From an optimization exercise on the open Yosys and OpenROAD flow, aimed at small area; shortcuts taken in it are not production practice. Function was checked by simulation only, so behaviour that the tests miss may differ from the original. Power is estimated from default activity; no workload was simulated.

==> inputs of job 7375 <==
==> flow/design.v <==
module rf_hold (
    input  logic en,
    input  logic en_n,
    input  logic d,
    input  logic q,
    output logic nq
);
    assign nq = (d & en) | (q & en_n);
endmodule
module rf_aoi222 (
    input  logic [2:0] s,
    input  logic [2:0] d,
    output logic       y_n
);
    assign y_n = ~|(s & d);
endmodule
module rf_rdmux (
    input  logic [30:0] sel,
    input  logic [30:0] d,
    output logic        o
);
    logic [10:0] t_n;
    for (genvar k = 0; k < 10; k++) begin : g_aoi
        rf_aoi222 u_aoi (.s(sel[3*k+2:3*k]), .d(d[3*k+2:3*k]), .y_n(t_n[k]));
    end
    assign t_n[10] = ~(sel[30] & d[30]);
    assign o = ~&t_n;
endmodule
module rf_dec4_n (
    input  logic [1:0] a,
    input  logic       en,
    output logic [3:0] y_n
);
    for (genvar k = 0; k < 4; k++) begin : g_y
        assign y_n[k] = !(en && (a == 2'(k)));
    end
endmodule
module rf_dec4 (
    input  logic [1:0] a,
    input  logic       en,
    output logic [3:0] y
);
    for (genvar k = 0; k < 4; k++) begin : g_y
        assign y[k] = en && (a == 2'(k));
    end
endmodule
module rf_dec8_n (
    input  logic [2:0] a,
    input  logic       en,
    output logic [7:0] y_n
);
    for (genvar k = 0; k < 8; k++) begin : g_y
        assign y_n[k] = !(en && (a == 3'(k)));
    end
endmodule
module rf_dec8 (
    input  logic [2:0] a,
    output logic [7:0] y
);
    for (genvar k = 0; k < 8; k++) begin : g_y
        assign y[k] = (a == 3'(k));
    end
endmodule
module regfile (
    input  logic        clk,
    input  logic        rst,
    input  logic        we,
    input  logic [4:0]  waddr,
    input  logic [31:0] wdata,
    input  logic        re1,
    input  logic [4:0]  raddr1,
    output logic [31:0] rdata1,
    input  logic        re2,
    input  logic [4:0]  raddr2,
    output logic [31:0] rdata2
);
    logic [31:0] mem_q [1:31];
    logic [31:0] mem_d [1:31];
    logic [31:1] wen, hold, sel1, sel2;
    logic [3:0]  wlo, wlo_n, r1lo_n, r2lo_n;
    logic [7:0]  whi, whi_r_n, r1hi_n, r2hi_n;
    rf_dec4_n u_wlo_n (.a(waddr[1:0]),  .en(we),   .y_n(wlo_n));
    rf_dec4   u_wlo   (.a(waddr[1:0]),  .en(we),   .y(wlo));
    rf_dec8   u_whi   (.a(waddr[4:2]),             .y(whi));
    rf_dec8_n u_whi_n (.a(waddr[4:2]),  .en(!rst), .y_n(whi_r_n));
    rf_dec4_n u_r1lo  (.a(raddr1[1:0]), .en(re1),  .y_n(r1lo_n));
    rf_dec8_n u_r1hi  (.a(raddr1[4:2]), .en(!rst), .y_n(r1hi_n));
    rf_dec4_n u_r2lo  (.a(raddr2[1:0]), .en(re2),  .y_n(r2lo_n));
    rf_dec8_n u_r2hi  (.a(raddr2[4:2]), .en(!rst), .y_n(r2hi_n));
    always_comb begin
        for (int i = 1; i < 32; i++) begin
            wen[i]  = !(wlo_n[i % 4] || whi_r_n[i / 4]);
            hold[i] = !((wlo[i % 4] && whi[i / 4]) || rst);
            sel1[i] = !(r1lo_n[i % 4] || r1hi_n[i / 4]);
            sel2[i] = !(r2lo_n[i % 4] || r2hi_n[i / 4]);
        end
    end
    for (genvar i = 1; i < 32; i++) begin : g_reg
        for (genvar b = 0; b < 32; b++) begin : g_bit
            rf_hold u_hold (.en(wen[i]), .en_n(hold[i]), .d(wdata[b]), .q(mem_q[i][b]),
                            .nq(mem_d[i][b]));
        end
    end
    always_ff @(posedge clk) begin
        for (int i = 1; i < 32; i++) begin
            mem_q[i] <= mem_d[i];
        end
    end
    for (genvar b = 0; b < 32; b++) begin : g_rd
        logic [30:0] col;
        for (genvar i = 1; i < 32; i++) begin : g_col
            assign col[i-1] = mem_q[i][b];
        end
        rf_rdmux u_rd1 (.sel(sel1), .d(col), .o(rdata1[b]));
        rf_rdmux u_rd2 (.sel(sel2), .d(col), .o(rdata2[b]));
    end
endmodule
==> flow/flow/run.sh <==
#!/bin/bash
# The standard layout with two changes: clock tree synthesis without dummy loads and with larger
# sink clusters, and the smallest buffer for the port buffers. Everything else, synthesis
# included, is standard.sh's.
set -euo pipefail
export CTS_ARGS="-sink_clustering_enable -repair_clock_nets -dont_use_dummy_load -sink_clustering_size 24 -sink_clustering_max_diameter 60 -buf_list {sky130_fd_sc_hd__clkbuf_8 sky130_fd_sc_hd__clkbuf_16}"
export BUFFER_PORTS_ARGS="-buffer_cell sky130_fd_sc_hd__buf_1"
bash standard.sh > standard.log 2>&1
==> flow/standard.sh <==
#!/bin/bash
# synth_recipe.tcl (not shown) runs the flow's synth.tcl, then flattens the netlist and writes it again
# the make line also repeats each setting of config.mk as NAME=value (left out here)
make -C /OpenROAD-flow-scripts/flow DESIGN_CONFIG=/design/flow/config.mk WORK_HOME=/design/flow/orfs CLKGATE_MAP_FILE= SYNTH_SCRIPT=/design/flow/synth_recipe.tcl "${@:-finish}"
==> flow/config.mk <==
export PLATFORM = sky130hd
export DESIGN_NAME = regfile
export DESIGN_NICKNAME = regfile
export VERILOG_FILES = /design/flow/design.v
export SDC_FILE = /design/flow/constraint.sdc
export NUM_CORES = 4
export LEC_CHECK = 0
export CAP_MARGIN = 20
export CORE_MARGIN = 2
export CORE_UTILIZATION = 55
export SLEW_MARGIN = 20
export SYNTH_HIERARCHICAL = 1
export SYNTH_MINIMUM_KEEP_SIZE = 0
==> flow/constraint.sdc <==
create_clock -name core_clock -period 7.0 [get_ports {clk}]
set_input_delay 1.4000 -clock core_clock [delete_from_list [all_inputs] [get_ports {clk}]]
set_output_delay 1.4000 -clock core_clock [all_outputs]
set_load 0.01 [all_outputs]
==> job 159 (differences from job 7375) <==
==> flow/design.v (replaced) <==
module rf_hold (
    input  logic en,
    input  logic en_n,
    input  logic d,
    input  logic q,
    output logic nq
);
    assign nq = (d & en) | (q & en_n);
endmodule
module rf_aoi222 (
    input  logic [2:0] s,
    input  logic [2:0] d,
    output logic       y_n
);
    assign y_n = ~|(s & d);
endmodule
module rf_rdmux (
    input  logic [30:0] sel,
    input  logic [30:0] d,
    output logic        o
);
    logic [10:0] t_n;
    for (genvar k = 0; k < 10; k++) begin : g_aoi
        rf_aoi222 u_aoi (.s(sel[3*k+2:3*k]), .d(d[3*k+2:3*k]), .y_n(t_n[k]));
    end
    assign t_n[10] = ~(sel[30] & d[30]);
    assign o = ~&t_n;
endmodule
module regfile (
    input  logic        clk,
    input  logic        rst,
    input  logic        we,
    input  logic [4:0]  waddr,
    input  logic [31:0] wdata,
    input  logic        re1,
    input  logic [4:0]  raddr1,
    output logic [31:0] rdata1,
    input  logic        re2,
    input  logic [4:0]  raddr2,
    output logic [31:0] rdata2
);
    logic [31:0] mem_q [1:31];
    logic [31:0] mem_d [1:31];
    logic [31:0] wd;
    logic [31:1] wen, sel1, sel2;
    assign wd = wdata & {32{~rst}};
    always_comb begin
        for (int i = 1; i < 32; i++) begin
            wen[i]  = rst | (we && (waddr == 5'(i)));
            sel1[i] = !rst && re1 && (raddr1 == 5'(i));
            sel2[i] = !rst && re2 && (raddr2 == 5'(i));
        end
    end
    for (genvar i = 1; i < 32; i++) begin : g_reg
        for (genvar b = 0; b < 32; b++) begin : g_bit
            rf_hold u_hold (.en(wen[i]), .en_n(~wen[i]), .d(wd[b]), .q(mem_q[i][b]),
                            .nq(mem_d[i][b]));
        end
    end
    always_ff @(posedge clk) begin
        for (int i = 1; i < 32; i++) begin
            mem_q[i] <= mem_d[i];
        end
    end
    for (genvar b = 0; b < 32; b++) begin : g_rd
        logic [30:0] col;
        for (genvar i = 1; i < 32; i++) begin : g_col
            assign col[i-1] = mem_q[i][b];
        end
        rf_rdmux u_rd1 (.sel(sel1), .d(col), .o(rdata1[b]));
        rf_rdmux u_rd2 (.sel(sel2), .d(col), .o(rdata2[b]));
    end
endmodule
==> flow/run.sh (new file) <==
#!/bin/bash
# synth_recipe.tcl (not shown) runs the flow's synth.tcl, then flattens the netlist and writes it again
# the make line also repeats each setting of config.mk as NAME=value (left out here)
make -C /OpenROAD-flow-scripts/flow DESIGN_CONFIG=/design/flow/config.mk WORK_HOME=/design/flow/orfs CLKGATE_MAP_FILE= SYNTH_SCRIPT=/design/flow/synth_recipe.tcl finish
--- a/flow/config.mk
+++ b/flow/config.mk
@@ -7,7 +7,7 @@
 export LEC_CHECK = 0
 export CAP_MARGIN = 20
 export CORE_MARGIN = 2
-export CORE_UTILIZATION = 55
+export CORE_UTILIZATION = 35
 export SLEW_MARGIN = 20
 export SYNTH_HIERARCHICAL = 1
 export SYNTH_MINIMUM_KEEP_SIZE = 0
removed: flow/flow/run.sh
removed: flow/standard.sh
==> notes <==
Between job 159 and job 7375, the lower design area is in job 7375 (gap 9.2%, measured against job 7375).
In job 159 the register-to-register slack is better than in job 7375, by 0.02 ns.
In job 7375 the synthesized cell count is smaller than in job 159, by 1.4%.
Global-route usage: job 7375 is higher than job 159 (17 points).

========
==> build 13: inputs <==
regfile, a different RTL version from the one above (not shown whole).
==> module rf_dec8_n, before the edit <==
module rf_dec8_n (
    input  logic [2:0] a,
    input  logic       en,
    output logic [7:0] y_n
);
    for (genvar k = 0; k < 8; k++) begin : g_y
        assign y_n[k] = !(en && (a == 3'(k)));
    end
endmodule
==> module regfile, before the edit <==
module regfile (
    input  logic        clk,
    input  logic        rst,
    input  logic        we,
    input  logic [4:0]  waddr,
    input  logic [31:0] wdata,
    input  logic        re1,
    input  logic [4:0]  raddr1,
    output logic [31:0] rdata1,
    input  logic        re2,
    input  logic [4:0]  raddr2,
    output logic [31:0] rdata2
);
    logic [31:0] mem_q [1:31];
    logic [31:0] mem_d [1:31];
    logic [31:1] wen [2], hold [2], sel1 [2], sel2 [2];
    logic [3:0]  wlo, wlo_n, r1lo_n, r2lo_n;
    logic [7:0]  whi, whi_r_n, r1hi_n, r2hi_n;
    rf_dec4_n u_wlo_n (.a(waddr[1:0]),  .en(we),   .y_n(wlo_n));
    rf_dec4   u_wlo   (.a(waddr[1:0]),  .en(we),   .y(wlo));
    rf_dec8   u_whi   (.a(waddr[4:2]),             .y(whi));
    rf_dec8_n u_whi_n (.a(waddr[4:2]),  .en(!rst), .y_n(whi_r_n));
    rf_dec4_n u_r1lo  (.a(raddr1[1:0]), .en(re1),  .y_n(r1lo_n));
    rf_dec8_n u_r1hi  (.a(raddr1[4:2]), .en(!rst), .y_n(r1hi_n));
    rf_dec4_n u_r2lo  (.a(raddr2[1:0]), .en(re2),  .y_n(r2lo_n));
    rf_dec8_n u_r2hi  (.a(raddr2[4:2]), .en(!rst), .y_n(r2hi_n));
    for (genvar i = 1; i < 32; i++) begin : g_dec
        for (genvar h = 0; h < 2; h++) begin : g_half
            rf_nor2  u_wen  (.a(wlo_n[i % 4]), .b(whi_r_n[i / 4]), .y(wen[h][i]));
            rf_aoi21 u_hold (.a1(wlo[i % 4]), .a2(whi[i / 4]), .b(rst), .y(hold[h][i]));
            rf_nor2  u_sel1 (.a(r1lo_n[i % 4]), .b(r1hi_n[i / 4]), .y(sel1[h][i]));
            rf_nor2  u_sel2 (.a(r2lo_n[i % 4]), .b(r2hi_n[i / 4]), .y(sel2[h][i]));
        end
    end
    for (genvar i = 1; i < 32; i++) begin : g_reg
        for (genvar b = 0; b < 32; b++) begin : g_bit
            rf_hold u_hold (.en(wen[b / 16][i]), .en_n(hold[b / 16][i]), .d(wdata[b]), .q(mem_q[i][b]),
                            .nq(mem_d[i][b]));
        end
    end
    always_ff @(posedge clk) begin
        for (int i = 1; i < 32; i++) begin
            mem_q[i] <= mem_d[i];
        end
    end
    for (genvar b = 0; b < 32; b++) begin : g_rd
        logic [30:0] col;
        for (genvar i = 1; i < 32; i++) begin : g_col
            assign col[i-1] = mem_q[i][b];
        end
        rf_rdmux u_rd1 (.sel(sel1[b / 16]), .d(col), .o(rdata1[b]));
        rf_rdmux u_rd2 (.sel(sel2[b / 16]), .d(col), .o(rdata2[b]));
    end
endmodule
==> module rf_nor2, before the edit <==
module rf_nor2 (
    input  logic a,
    input  logic b,
    output logic y
);
    assign y = !(a || b);
endmodule
==> module rf_aoi21, before the edit <==
module rf_aoi21 (
    input  logic a1,
    input  logic a2,
    input  logic b,
    output logic y
);
    assign y = !((a1 && a2) || b);
endmodule
Settings: LEC_CHECK=0, CAP_MARGIN=12, CORE_MARGIN=2, CORE_UTILIZATION=55, SLEW_MARGIN=12, SYNTH_HIERARCHICAL=1, SYNTH_MINIMUM_KEEP_SIZE=0; clock period 7.0 ns.
standard.sh (not shown) runs the stock make flow with config.mk's settings and CLKGATE_MAP_FILE= SYNTH_SCRIPT=/design/flow/synth_recipe.tcl, a recipe that flattens the netlist after the stock synthesis.
==> flow/flow/run.sh <==
#!/bin/bash
# The standard layout with two changes: clock tree synthesis without dummy loads and with larger
# sink clusters, and the smallest buffer for the port buffers. Everything else, synthesis
# included, is standard.sh's.
set -euo pipefail
export CTS_ARGS="-sink_clustering_enable -repair_clock_nets -dont_use_dummy_load -sink_clustering_size 28 -sink_clustering_max_diameter 75 -buf_list {sky130_fd_sc_hd__clkbuf_8 sky130_fd_sc_hd__clkbuf_16}"
export BUFFER_PORTS_ARGS="-buffer_cell sky130_fd_sc_hd__buf_1"
bash standard.sh > standard.log 2>&1
==> inputs of trial 15, as changes to build 13 <==
--- a/flow/design.v
+++ b/flow/design.v
@@ -47,9 +47,9 @@
 module rf_dec8_n (
     input  logic [2:0] a,
-    input  logic       en,
+    input  logic       dis,
     output logic [7:0] y_n
 );
     for (genvar k = 0; k < 8; k++) begin : g_y
-        assign y_n[k] = !(en && (a == 3'(k)));
+        assign y_n[k] = !(!dis && (a == 3'(k)));
     end
 endmodule
@@ -98,9 +98,9 @@
     rf_dec4   u_wlo   (.a(waddr[1:0]),  .en(we),   .y(wlo));
     rf_dec8   u_whi   (.a(waddr[4:2]),             .y(whi));
-    rf_dec8_n u_whi_n (.a(waddr[4:2]),  .en(!rst), .y_n(whi_r_n));
+    rf_dec8_n u_whi_n (.a(waddr[4:2]),  .dis(rst), .y_n(whi_r_n));
     rf_dec4_n u_r1lo  (.a(raddr1[1:0]), .en(re1),  .y_n(r1lo_n));
-    rf_dec8_n u_r1hi  (.a(raddr1[4:2]), .en(!rst), .y_n(r1hi_n));
+    rf_dec8_n u_r1hi  (.a(raddr1[4:2]), .dis(rst), .y_n(r1hi_n));
     rf_dec4_n u_r2lo  (.a(raddr2[1:0]), .en(re2),  .y_n(r2lo_n));
-    rf_dec8_n u_r2hi  (.a(raddr2[4:2]), .en(!rst), .y_n(r2hi_n));
+    rf_dec8_n u_r2hi  (.a(raddr2[4:2]), .dis(rst), .y_n(r2hi_n));
     for (genvar i = 1; i < 32; i++) begin : g_dec
         for (genvar h = 0; h < 2; h++) begin : g_half
==> flow/flow/run.sh (replaced) <==
#!/bin/bash
# The standard layout with three changes: downsizing of gates off the critical paths after
# global routing (RECOVER_POWER), clock tree synthesis without dummy loads and with larger
# sink clusters, and the smallest buffer for the port buffers. Everything else, synthesis
# included, is standard.sh's.
set -euo pipefail
export CTS_ARGS="-sink_clustering_enable -repair_clock_nets -dont_use_dummy_load -sink_clustering_size 28 -sink_clustering_max_diameter 75 -buf_list {sky130_fd_sc_hd__clkbuf_8 sky130_fd_sc_hd__clkbuf_16}"
export RECOVER_POWER=100
export BUFFER_PORTS_ARGS="-buffer_cell sky130_fd_sc_hd__buf_1"
bash standard.sh > standard.log 2>&1
--- a/flow/config.mk
+++ b/flow/config.mk
@@ -9,4 +9,6 @@
 export CORE_MARGIN = 2
 export CORE_UTILIZATION = 55
+export GPL_TIMING_DRIVEN = 0
+export SETUP_SLACK_MARGIN = 0.4
 export SLEW_MARGIN = 12
 export SYNTH_HIERARCHICAL = 1
==> inputs of trial 48, as changes to build 13 <==
--- a/flow/design.v
+++ b/flow/design.v
@@ -62,19 +62,4 @@
     end
 endmodule
-module rf_nor2 (
-    input  logic a,
-    input  logic b,
-    output logic y
-);
-    assign y = !(a || b);
-endmodule
-module rf_aoi21 (
-    input  logic a1,
-    input  logic a2,
-    input  logic b,
-    output logic y
-);
-    assign y = !((a1 && a2) || b);
-endmodule
 module regfile (
     input  logic        clk,
@@ -92,5 +77,5 @@
     logic [31:0] mem_q [1:31];
     logic [31:0] mem_d [1:31];
-    logic [31:1] wen [2], hold [2], sel1 [2], sel2 [2];
+    logic [31:1] wen, hold, sel1, sel2;
     logic [3:0]  wlo, wlo_n, r1lo_n, r2lo_n;
     logic [7:0]  whi, whi_r_n, r1hi_n, r2hi_n;
@@ -103,15 +88,15 @@
     rf_dec4_n u_r2lo  (.a(raddr2[1:0]), .en(re2),  .y_n(r2lo_n));
     rf_dec8_n u_r2hi  (.a(raddr2[4:2]), .en(!rst), .y_n(r2hi_n));
-    for (genvar i = 1; i < 32; i++) begin : g_dec
-        for (genvar h = 0; h < 2; h++) begin : g_half
-            rf_nor2  u_wen  (.a(wlo_n[i % 4]), .b(whi_r_n[i / 4]), .y(wen[h][i]));
-            rf_aoi21 u_hold (.a1(wlo[i % 4]), .a2(whi[i / 4]), .b(rst), .y(hold[h][i]));
-            rf_nor2  u_sel1 (.a(r1lo_n[i % 4]), .b(r1hi_n[i / 4]), .y(sel1[h][i]));
-            rf_nor2  u_sel2 (.a(r2lo_n[i % 4]), .b(r2hi_n[i / 4]), .y(sel2[h][i]));
+    always_comb begin
+        for (int i = 1; i < 32; i++) begin
+            wen[i]  = !(wlo_n[i % 4] || whi_r_n[i / 4]);
+            hold[i] = !((wlo[i % 4] && whi[i / 4]) || rst);
+            sel1[i] = !(r1lo_n[i % 4] || r1hi_n[i / 4]);
+            sel2[i] = !(r2lo_n[i % 4] || r2hi_n[i / 4]);
         end
     end
     for (genvar i = 1; i < 32; i++) begin : g_reg
         for (genvar b = 0; b < 32; b++) begin : g_bit
-            rf_hold u_hold (.en(wen[b / 16][i]), .en_n(hold[b / 16][i]), .d(wdata[b]), .q(mem_q[i][b]),
+            rf_hold u_hold (.en(wen[i]), .en_n(hold[i]), .d(wdata[b]), .q(mem_q[i][b]),
                             .nq(mem_d[i][b]));
         end
@@ -127,6 +112,6 @@
             assign col[i-1] = mem_q[i][b];
         end
-        rf_rdmux u_rd1 (.sel(sel1[b / 16]), .d(col), .o(rdata1[b]));
-        rf_rdmux u_rd2 (.sel(sel2[b / 16]), .d(col), .o(rdata2[b]));
+        rf_rdmux u_rd1 (.sel(sel1), .d(col), .o(rdata1[b]));
+        rf_rdmux u_rd2 (.sel(sel2), .d(col), .o(rdata2[b]));
     end
 endmodule
==> flow/flow/run.sh (replaced) <==
#!/bin/bash
# The standard layout with two changes: clock tree synthesis without dummy loads and with larger
# sink clusters, and the smallest buffer for the port buffers. Everything else, synthesis
# included, is standard.sh's.
set -euo pipefail
export CTS_ARGS="-sink_clustering_enable -repair_clock_nets -dont_use_dummy_load -sink_clustering_size 24 -sink_clustering_max_diameter 60 -buf_list {sky130_fd_sc_hd__clkbuf_8 sky130_fd_sc_hd__clkbuf_16}"
export BUFFER_PORTS_ARGS="-buffer_cell sky130_fd_sc_hd__buf_1"
bash standard.sh > standard.log 2>&1
==> notes.md <==
Result of the run: trial 15 failed layout checks; trial 48 no timing/DRC/antenna violations; build 13 no timing/DRC/antenna violations
Reasons for failing layout checks: trial 15 max-capacitance violations, max-slew violations; trial 48 -; build 13 -
Starting density of the core: trial 15 55.77%; trial 48 55.31%; build 13 55.76%
Worst path bufs/invs: trial 15 4; trial 48 4; build 13 3
Number of distinct standard cells referenced by the synthesized netlist: trial 15 21; trial 48 25; build 13 21
Post-Route Hold Slack: trial 15 505.2 ps; trial 48 501.2 ps; build 13 501.8 ps
Worst hold start: trial 15 mem_q[17][6]; trial 48 mem_q[8][10]; build 13 mem_q[15][1]
Detailed-routed wire length on met3: trial 15 28240 um; trial 48 34430 um; build 13 31970 um
Arrival time at the worst endpoint: trial 15 5430 ps; trial 48 4740 ps; build 13 5270 ps
Reg-to-reg startpoint: trial 15 mem_q[21][19]; trial 48 mem_q[31][8]; build 13 mem_q[11][13]
Largest net degree at the start of global routing: trial 15 40; trial 48 33; build 13 40
Finished Layout Cells: trial 15 4317; trial 48 4274; build 13 4441
Antenna fix cells: trial 15 6; trial 48 8; build 13 5
Die width: trial 15 268.2 um; trial 48 265.9 um; build 13 268.2 um
Count of vias placed by the detailed router: trial 15 38450; trial 48 39210; build 13 39420
Number of tap cells inserted: trial 15 931; trial 48 882; build 13 931
Net switching fraction of the power: trial 15 24.55%; trial 48 24.61%; build 13 24.79%
Share of cells above drive strength 1: trial 15 8.195%; trial 48 10.31%; build 13 9.586%
Total power consumption of the routed design: trial 15 0.009295 W; trial 48 0.009662 W; build 13 0.009321 W
Clock share of power: trial 15 33.2%; trial 48 35.3%; build 13 33.2%
Mapped Nets: trial 15 3228; trial 48 3120; build 13 3229
Register fraction of the total cell area: trial 15 47.32%; trial 48 46.23%; build 13 46.66%
Worst setup endpoint: trial 15 rdata2[18]; trial 48 rdata1[26]; build 13 rdata1[18]
Worst-Margin Slew: trial 15 1841 ps; trial 48 1437 ps; build 13 1392 ps
Internal power consumption: trial 15 0.007013 W; trial 48 0.007284 W; build 13 0.007010 W

## static timing again, ports no longer ideal
No port has a modelled driver above. Below, the same layouts with a new extraction and two added sets of constraints.
Step 1: set_driving_cell puts a clkbuf_16 on clk and a buf_2 on each other input, an assumption about the parent block.
Step 2 adds t to the input delays and takes it off the output delays; t is the mean of the earliest and latest rising clock arrival at the registers after step 1. Input paths then give back, and output paths get back, about the clock's delay inside the block.
Slacks: no drivers / after step 1 / after step 2; pairs: no drivers / after step 1.
| run | t, ns | setup WS [ns] | hold WS [ns] |
|---|---|---|---|
| job 7375 | 0.732 | 0.877 / 0.851 / 0.851 | 0.503 / 0.503 / 0.503 |
| job 159 | 0.760 | 0.174 / 0.148 / 0.148 | 0.497 / 0.497 / 0.497 |
| build 13 | 0.700 | 0.330 / 0.298 / 0.298 | 0.502 / 0.502 / 0.502 |
| trial 15 | 0.704 | 0.172 / 0.110 / 0.110 | 0.505 / 0.505 / 0.505 |
| trial 48 | 0.721 | 0.856 / 0.835 / 0.835 | 0.501 / 0.501 / 0.501 |
The setup slack of trial 15, which loses most, moves by -0.062 ns with the drivers and by -0.062 ns with both steps.
